This design comes from an exercise in tuning for small area and few clock cycles per item on the open sky130 flow, not from production work. Function was checked by simulation only, so behaviour that the tests miss may differ from the original. Power figures rest on the tool's default switching activity, not on a simulated workload.

## violet
Design rocket_recovery_sequencer, start of the top module:
module rocket_recovery_sequencer (
  input  logic           clk,
  input  logic           rst,
  input  logic           s_axis_tvalid,
  output logic           s_axis_tready,
  input  logic [111:0]   s_axis_tdata,
  output logic           m_axis_tvalid,
  input  logic           m_axis_tready,
  output logic [31:0]    m_axis_tdata,
  input  logic           cfg_valid,
  output logic           cfg_ready,
  input  logic [2:0]     cfg_index,
  input  logic [19:0]    cfg_data
);
  localparam logic [2:0] ST_READY     = 3'd1;
  localparam logic [2:0] ST_ASCENDING = 3'd2;
  localparam logic [2:0] ST_DROGUE    = 3'd3;
  localparam logic [2:0] ST_MAIN      = 3'd4;
  localparam logic [2:0] ST_LANDED    = 3'd5;
  localparam logic [1:0] CH_READY    = 2'd0;
  localparam logic [1:0] CH_IGNITING = 2'd1;
  localparam logic [1:0] CH_DONE     = 2'd2;
  function automatic logic geq34(input logic [33:0] a, input logic [33:0] b, input logic cin);
    logic c;
    c = cin;
    for (int i = 0; i < 34; i++) begin
      c = (a[i] & ~b[i]) | ((a[i] | ~b[i]) & c);
    end
    geq34 = c;
  endfunction
  function automatic logic [33:0] add34(input logic [33:0] a, input logic [33:0] b,
                                        input logic cin);
    logic [33:0] p, g, gg, pp, c;
    p  = a ^ b;
    g  = a & b;
    gg = g;
    pp = p;
    gg[0] = g[0] | (p[0] & cin);
    for (int l = 0; l < 6; l++) begin
      for (int i = 0; i < 34; i++) begin
        if (((i + 1) % (2 << l)) == 0) begin
          gg[i] = gg[i] | (pp[i] & gg[i - (1 << l)]);
          pp[i] = pp[i] & pp[i - (1 << l)];
        end
      end
    end
    for (int l = 4; l >= 0; l--) begin
      for (int i = 0; i < 34; i++) begin
        if (i >= (3 << l) - 1 && ((i + 1) % (2 << l)) == (1 << l)) begin
          gg[i] = gg[i] | (pp[i] & gg[i - (1 << l)]);
          pp[i] = pp[i] & pp[i - (1 << l)];
        end
      end
    end
    c = {gg[32:0], cin};
    add34 = p ^ c;
  endfunction
  function automatic logic nonneg3(input logic [25:0] a, input logic [25:0] b,
                                   input logic [25:0] c, input logic [1:0] k);
  ...
clock: 8.0 ns
lec_check: 0
abc_area: 1
cap_margin: 20
core_margin: 2
core_utilization: 40
slew_margin: 20
run.sh (not shown) runs the stock make flow with config.mk's settings and CLKGATE_MAP_FILE= SYNTH_SCRIPT=/design/flow/synth_recipe.tcl, a recipe that flattens the netlist after the stock synthesis.
violet: no failed stages, no open violations at the end
Testbench counts of violet, summed over its fixed seeds: cycles 16,016, items 16,000.
Input-level comparison between onyx and violet:
==> flow/flow/run.sh (new file) <==
#!/bin/bash
set -euo pipefail
export BUFFER_PORTS_ARGS="-buffer_cell sky130_fd_sc_hd__buf_1"
bash standard.sh > standard_flow.log 2>&1
==> flow/standard.sh (new file) <==
#!/bin/bash
# synth_recipe.tcl (not shown) runs the flow's synth.tcl, then flattens the netlist and writes it again
# the make line also repeats each setting of config.mk as NAME=value (left out here)
make -C /OpenROAD-flow-scripts/flow DESIGN_CONFIG=/design/flow/config.mk WORK_HOME=/design/flow/orfs CLKGATE_MAP_FILE= SYNTH_SCRIPT=/design/flow/synth_recipe.tcl "${@:-finish}"
removed: flow/run.sh
--- outcome ---
- onyx reports a higher switching power than violet does.
- The core of onyx is less densely filled than that of violet.
- violet -> onyx: synthesized-area fraction occupied by and/or/nand/nor cells flat
- The final layout from onyx, which completed every stage, passed the timing, DRC and antenna checks at the end of the flow.
Modified inputs, maple compared to onyx
# onyx
export LEC_CHECK = 0
export ABC_AREA = 1
export CAP_MARGIN = 20
export CORE_MARGIN = 2
export CORE_UTILIZATION = 40
export SLEW_MARGIN = 20
create_clock -name core_clock -period 8.0 [get_ports {clk}]
# maple
export LEC_CHECK = 0
export ABC_AREA = 1
export CAP_MARGIN = 20
export CORE_MARGIN = 2
export CORE_UTILIZATION = 40
export CTS_BUF_LIST = sky130_fd_sc_hd__clkbuf_4
export SLEW_MARGIN = 20
create_clock -name core_clock -period 8.0 [get_ports {clk}]
==> flow/flow/run.sh <==
#!/bin/bash
set -euo pipefail
export BUFFER_PORTS_ARGS="-buffer_cell sky130_fd_sc_hd__buf_1"
export RECOVER_POWER=100
bash standard.sh > standard_flow.log 2>&1
==> comparison <==
After detailed routing, onyx needs less wire than maple.
Multi-input logic area delta (onyx -> maple): insignificant
Completing all stages was not enough for maple: its layout failed the final checks because of capacitance limit, slew limit.
When maple is measured against onyx, its average via count per standard cell turns out about 1.1% lower.

==> static timing again, ports no longer ideal <==
How much do the figures lean on ideal ports? The routed layouts below were timed once more, with nothing changed but the port constraints. Step 1, drivers: a clkbuf_16 drives clk and a buf_2 each remaining input, both assumed. Step 2 adds t to the input delays and takes it off the output delays; t is the mean of the earliest and latest rising clock arrival at the registers after step 1. Input paths then give back, and output paths get back, about the clock's delay inside the block. Slacks: no drivers / after step 1 / after step 2; pairs: no drivers / after step 1.
run	shift t [ns]	slack for setup (ns)	latest minus earliest clock arrival (ns)
violet	0.661	0.741 / 0.701 / 0.108	0.045 / 0.045
onyx	0.659	1.044 / 0.993 / 0.451	0.031 / 0.031
maple	1.002	0.845 / 0.794 / 0.365	0.064 / 0.064
The setup slack of violet, which loses most, moves by -0.040 ns with the drivers and by -0.633 ns with both steps.
